This design comes from an exercise in tuning for small area and a short achievable clock period on the open sky130 flow, not from production work.
RTL that was checked went through simulation tests only; none was proved equivalent to the original.
No activity file was given, so power comes from the tool's default toggle rates.

==> flow/design.v (excerpt) <==
module gamma_interp_11bit #(
  parameter int OUT_W = 10
) (
  input  logic             clk,
  input  logic             rst_n,
  input  logic             i_hs,
  input  logic             i_vs,
  input  logic [4:0]       idx,
  input  logic [10:0]      pixel_in,
  input  logic [10:0]      lowLevel,
  input  logic [10:0]      highLevel,
  input  logic             lut_we,
  input  logic [5:0]       lut_addr,
  input  logic [OUT_W-1:0] lut_wdata,
  input  logic             lut_commit,
  output logic             commit_pending,
  output logic             o_hs,
  output logic             o_vs,
  output logic [OUT_W-1:0] pix_out
);
Size in the first run: about 73 I/O pins, about 0.036 mm^2 of cells after synthesis.
clock: 10.0 ns
lec_check: 0
abc_area: 1
cap_margin: 20
core_margin: 2
core_utilization: 40
cts_cluster_diameter: 80
cts_cluster_size: 25
slew_margin: 60
synth_hierarchical: 1
tns_end_percent: 10
standard.sh (not shown) runs the stock make flow with config.mk's settings and CLKGATE_MAP_FILE= SYNTH_SCRIPT=/design/flow/synth_recipe.tcl, a recipe that flattens the netlist after the stock synthesis.
==> flow/flow/run.sh <==
#!/bin/bash
set -euo pipefail
mapfile -t EXTRA < <(grep -v '^#' flow/extra.txt | grep .)
bash standard.sh "${EXTRA[@]}" finish > standard.log 2>&1
==> flow/flow/extra.txt <==
SETUP_SLACK_MARGIN=7.0
ADDER_MAP_FILE=
BUFFER_PORTS_ARGS=-buffer_cell sky130_fd_sc_hd__buf_4
Then changed:
--- a/flow/design.v
+++ b/flow/design.v
@@ -37,31 +37,40 @@
     if (!rst_n) begin
       r_pend    <= 1'b0;
       r_vs_prev <= 1'b0;
     end else begin
       r_pend    <= lut_commit | (r_pend & ~w_copy);
       r_vs_prev <= i_vs;
     end
   end
+  logic [N-1:0] r_sramp;
+  logic [N-1:0] w_we;
+  logic [N-1:0] w_cs, w_cr;    
+  logic         w_hold;
+  always_comb
+    for (int k = 0; k < N; k++) w_we[k] = lut_we & (lut_addr == 6'(k));
   always_ff @(posedge clk or negedge rst_n) begin
-    if (!rst_n) begin
-      for (int k = 0; k < N; k++) r_shadow[k] <= ramp(k);
-    end else if (lut_we && lut_addr <= 6'd32) begin
-      r_shadow[lut_addr] <= lut_wdata;
-    end
+    if (!rst_n) r_sramp <= '1;
+    else        r_sramp <= r_sramp & ~w_we;
   end
+  always_ff @(posedge clk)
+    for (int k = 0; k < N; k++)
+      r_shadow[k] <= ({10{w_we[k]}} & lut_wdata) | ({10{~w_we[k]}} & r_shadow[k]);
   always_ff @(posedge clk or negedge rst_n) begin
     if (!rst_n) r_act_ramp <= 1'b1;
     else if (w_copy) r_act_ramp <= 1'b0;
   end
-  always_ff @(posedge clk) begin
-    if (w_copy)
-      for (int k = 0; k < N; k++) r_active[k] <= r_shadow[k];
-  end
+  assign w_hold = ~w_copy;
+  assign w_cs   = {N{w_copy}} & ~r_sramp;
+  assign w_cr   = {N{w_copy}} & r_sramp;
+  always_ff @(posedge clk)
+    for (int k = 0; k < N; k++)
+      r_active[k] <= ({10{w_cs[k]}} & r_shadow[k]) | ({10{w_cr[k]}} & ramp(k)) |
+                     ({10{w_hold}} & r_active[k]);
   logic [329:0] w_act;
   logic [9:0]   w_ye, w_yo;
   logic [10:0]  w_d, w_w;
   always_comb
     for (int k = 0; k < N; k++) w_act[10*k +: 10] = r_active[k];
   gi_read u_read (.idx(idx), .ramp(r_act_ramp), .act(w_act), .ye(w_ye), .yo(w_yo));
   gi_sub11 u_subd (.a(pixel_in), .b(lowLevel), .y(w_d));
   gi_sub11 u_subw (.a(highLevel), .b(lowLevel), .y(w_w));
Effect: The changed run passed the timing, DRC and antenna checks. Register-to-register slack is about the same. Combinational power barely changes. Total power barely changes. Critical path depth is lower by 1. Final area is higher by 0.53%. Final cell count is lower by 1.6%. Sequential power stays flat. Via count is higher by 0.37%. Hold slack improves by 0.0080 ns. First-iteration DRC count is higher by 4.9%. Utilization is higher by 1.1 points.
The RTL of the second run of this note was laid out without a check of its function.

---

== rev 12 ==
gamma_interp_11bit, a different RTL version from the one above (not shown whole).
For scale: ~4,100 cells after synthesis, about 73 I/O pins.
==> flow/config.mk <==
export PLATFORM = sky130hd
export DESIGN_NAME = gamma_interp_11bit
export DESIGN_NICKNAME = gamma_interp_11bit
export VERILOG_FILES = /design/flow/design.v
export SDC_FILE = /design/flow/constraint.sdc
export NUM_CORES = 4
export LEC_CHECK = 0
export ABC_AREA = 1
export CAP_MARGIN = 20
export CORE_MARGIN = 2
export CORE_UTILIZATION = 40
export CTS_CLUSTER_DIAMETER = 80
export CTS_CLUSTER_SIZE = 25
export SLEW_MARGIN = 60
export SYNTH_HIERARCHICAL = 1
export TNS_END_PERCENT = 5
==> flow/constraint.sdc <==
create_clock -name core_clock -period 10.0 [get_ports {clk}]
set_input_delay 2.0000 -clock core_clock [delete_from_list [all_inputs] [get_ports {clk}]]
set_output_delay 2.0000 -clock core_clock [all_outputs]
set_load 0.01 [all_outputs]
Scripts as last shown in full above: flow/flow/run.sh, flow/flow/extra.txt
## Diff of input files: rev 13 against rev 12
--- a/flow/design.v
+++ b/flow/design.v
@@ -59,38 +59,45 @@
   end
   logic [329:0] w_act;
   logic [9:0]   w_ye, w_yo;
   logic [10:0]  w_d, w_w;
   always_comb
     for (int k = 0; k < N; k++) w_act[10*k +: 10] = r_active[k];
   gi_read u_read (.idx(idx), .ramp(r_act_ramp), .act(w_act), .ye(w_ye), .yo(w_yo));
   gi_sub11 u_subd (.a(pixel_in), .b(lowLevel), .y(w_d));
   gi_sub11 u_subw (.a(highLevel), .b(lowLevel), .y(w_w));
-  logic [3:0]  w_s;
-  gi_log2 u_log2 (.w(w_w), .s(w_s));
   logic [9:0]  r_ye_1, r_yo_1;
   logic        r_b_1;
   logic [10:0] r_d_1;
-  logic [3:0]  r_s_1;
+  logic [10:0] r_w_1;
   logic        r_wz_1;
   logic        r_blank_1;
   always_ff @(posedge clk) begin
     r_ye_1 <= w_ye;
     r_yo_1 <= w_yo;
     r_b_1  <= idx[0];
     r_d_1  <= w_d;
-    r_s_1  <= w_s;
+    r_w_1  <= w_w;
     r_wz_1 <= (highLevel == lowLevel);
   end
   always_ff @(posedge clk or negedge rst_n) begin
     if (!rst_n) r_blank_1 <= 1'b1;
     else        r_blank_1 <= ~(i_hs & i_vs);
   end
+  logic [10:0] w_top;
+  logic [3:0]  w_s;
+  always_comb begin
+    for (int k = 0; k < 11; k++) w_top[k] = r_w_1[k] & ~|(r_w_1 >> (k + 1));
+    for (int b = 0; b < 4; b++) begin
+      w_s[b] = 1'b0;
+      for (int k = 0; k < 11; k++) if ((k >> b) & 1) w_s[b] = w_s[b] | w_top[k];
+    end
+  end
   logic [9:0]         w_y0, w_y1;
   logic [10:0]        w_x;
   logic [12:0]        w_db;
   logic [5:0]         w_one, w_two, w_ng;
   logic [11:0]        w_pp0, w_pp1, w_pp2, w_pp3, w_pp4, w_pp5;
   logic [22:0]        w_sa, w_sb;
   assign w_y0  = r_b_1 ? r_yo_1 : r_ye_1;
   assign w_y1  = r_b_1 ? r_ye_1 : r_yo_1;
   assign w_db  = r_wz_1 ? 13'b0 : {1'b0, r_d_1, 1'b0};
@@ -495,19 +502,19 @@
   assign w_sb[22] = 1'b0;
   logic [22:0] r_sa_2, r_sb_2;
   logic [9:0]  r_y0_2;
   logic [3:0]  r_s_2;
   logic        r_blank_2;
   always_ff @(posedge clk) begin
     r_sa_2 <= w_sa;
     r_sb_2 <= w_sb;
     r_y0_2 <= w_y0;
-    r_s_2  <= r_s_1;
+    r_s_2  <= w_s;
   end
   always_ff @(posedge clk or negedge rst_n) begin
     if (!rst_n) r_blank_2 <= 1'b1;
     else        r_blank_2 <= r_blank_1;
   end
   logic [22:0] w_ta, w_tb, w_t;
   logic [9:0]  w_pix;
   assign w_ta = r_sa_2;
   assign w_tb = r_sb_2;
@@ -1018,22 +1025,9 @@
   assign y[3] = (m_p3 ^ m_g2_2);
   assign y[4] = (m_p4 ^ m_g3_2);
   assign y[5] = (m_p5 ^ m_g4_3);
   assign y[6] = (m_p6 ^ m_g5_3);
   assign y[7] = (m_p7 ^ m_g6_3);
   assign y[8] = (m_p8 ^ m_g7_3);
   assign y[9] = (m_p9 ^ m_g8_4);
   assign y[10] = (m_p10 ^ m_g9_4);
 endmodule
-module gi_log2 (
-  input  logic [10:0] w,
-  output logic [3:0]  s
-);
-  logic [10:0] top;
-  always_comb begin
-    for (int k = 0; k < 11; k++) top[k] = w[k] & ~|(w >> (k + 1));
-    for (int b = 0; b < 4; b++) begin
-      s[b] = 1'b0;
-      for (int k = 0; k < 11; k++) if ((k >> b) & 1) s[b] = s[b] | top[k];
-    end
-  end
-endmodule
--- outcome ---
Looking at number of non-clock inverters, rev 13 sits above rev 12. Rev 13 ends up with higher all-layer global routing usage than rev 12 does. Measured against each other, rev 12 and rev 13 differ in count of fill cells added during filler insertion, the higher figure coming from rev 13. Side by side, non-clock buffer count turned out lower in rev 13 than in rev 12. Taking rev 12 as the reference, in rev 13 design internal power rose by 2.6%; clock sink total moved up. Diff rev 12 -> rev 13: synthesized cell count rose about 0.7%, maximum clock skew at final layout rose 0.024 ns, overall power rose 2.5%. For rev 12, the category of the most critical setup path was in2reg, unlike rev 13, where it was reg2reg. On rev 13: sequential share of layout area is 1.0 points higher than what rev 12 gave. Compare rev 12 and rev 13 | wire length on met1 higher: rev 12.
Function not checked in rev 12: the RTL went through the layout flow alone.

## static timing again, ports no longer ideal
In the flow no input, the clock included, has a driving cell. The finished layouts below were timed again as built, in two steps.
Step 1, drivers: a clkbuf_16 drives clk and a buf_2 each remaining input, both assumed.
Step 2 moves the port delays by t, midway between the first and last clock arrival at a register: inputs arrive t later, outputs are due t later. That takes back most of the time a late clock gives input paths.
a / b / c = no drivers / after step 1 / after step 2; a / b = the first two.
run	t (ns)	setup WS [ns]	clock arrival spread, ns	worst register clock-pin slew, ns
the first run of note 1	0.683	6.811 / 6.806 / 6.135	0.068 / 0.067	0.10 / 0.10
the second run of note 1	0.678	6.798 / 6.779 / 6.165	0.043 / 0.042	0.10 / 0.10
rev 12	0.678	6.757 / 6.752 / 6.074	0.046 / 0.047	0.10 / 0.10
rev 13	0.685	6.819 / 6.798 / 6.113	0.071 / 0.071	0.10 / 0.10
After both steps every run listed still meets setup and hold. The setup slack of rev 13, which loses most, moves by -0.021 ns with the drivers and by -0.706 ns with both steps.
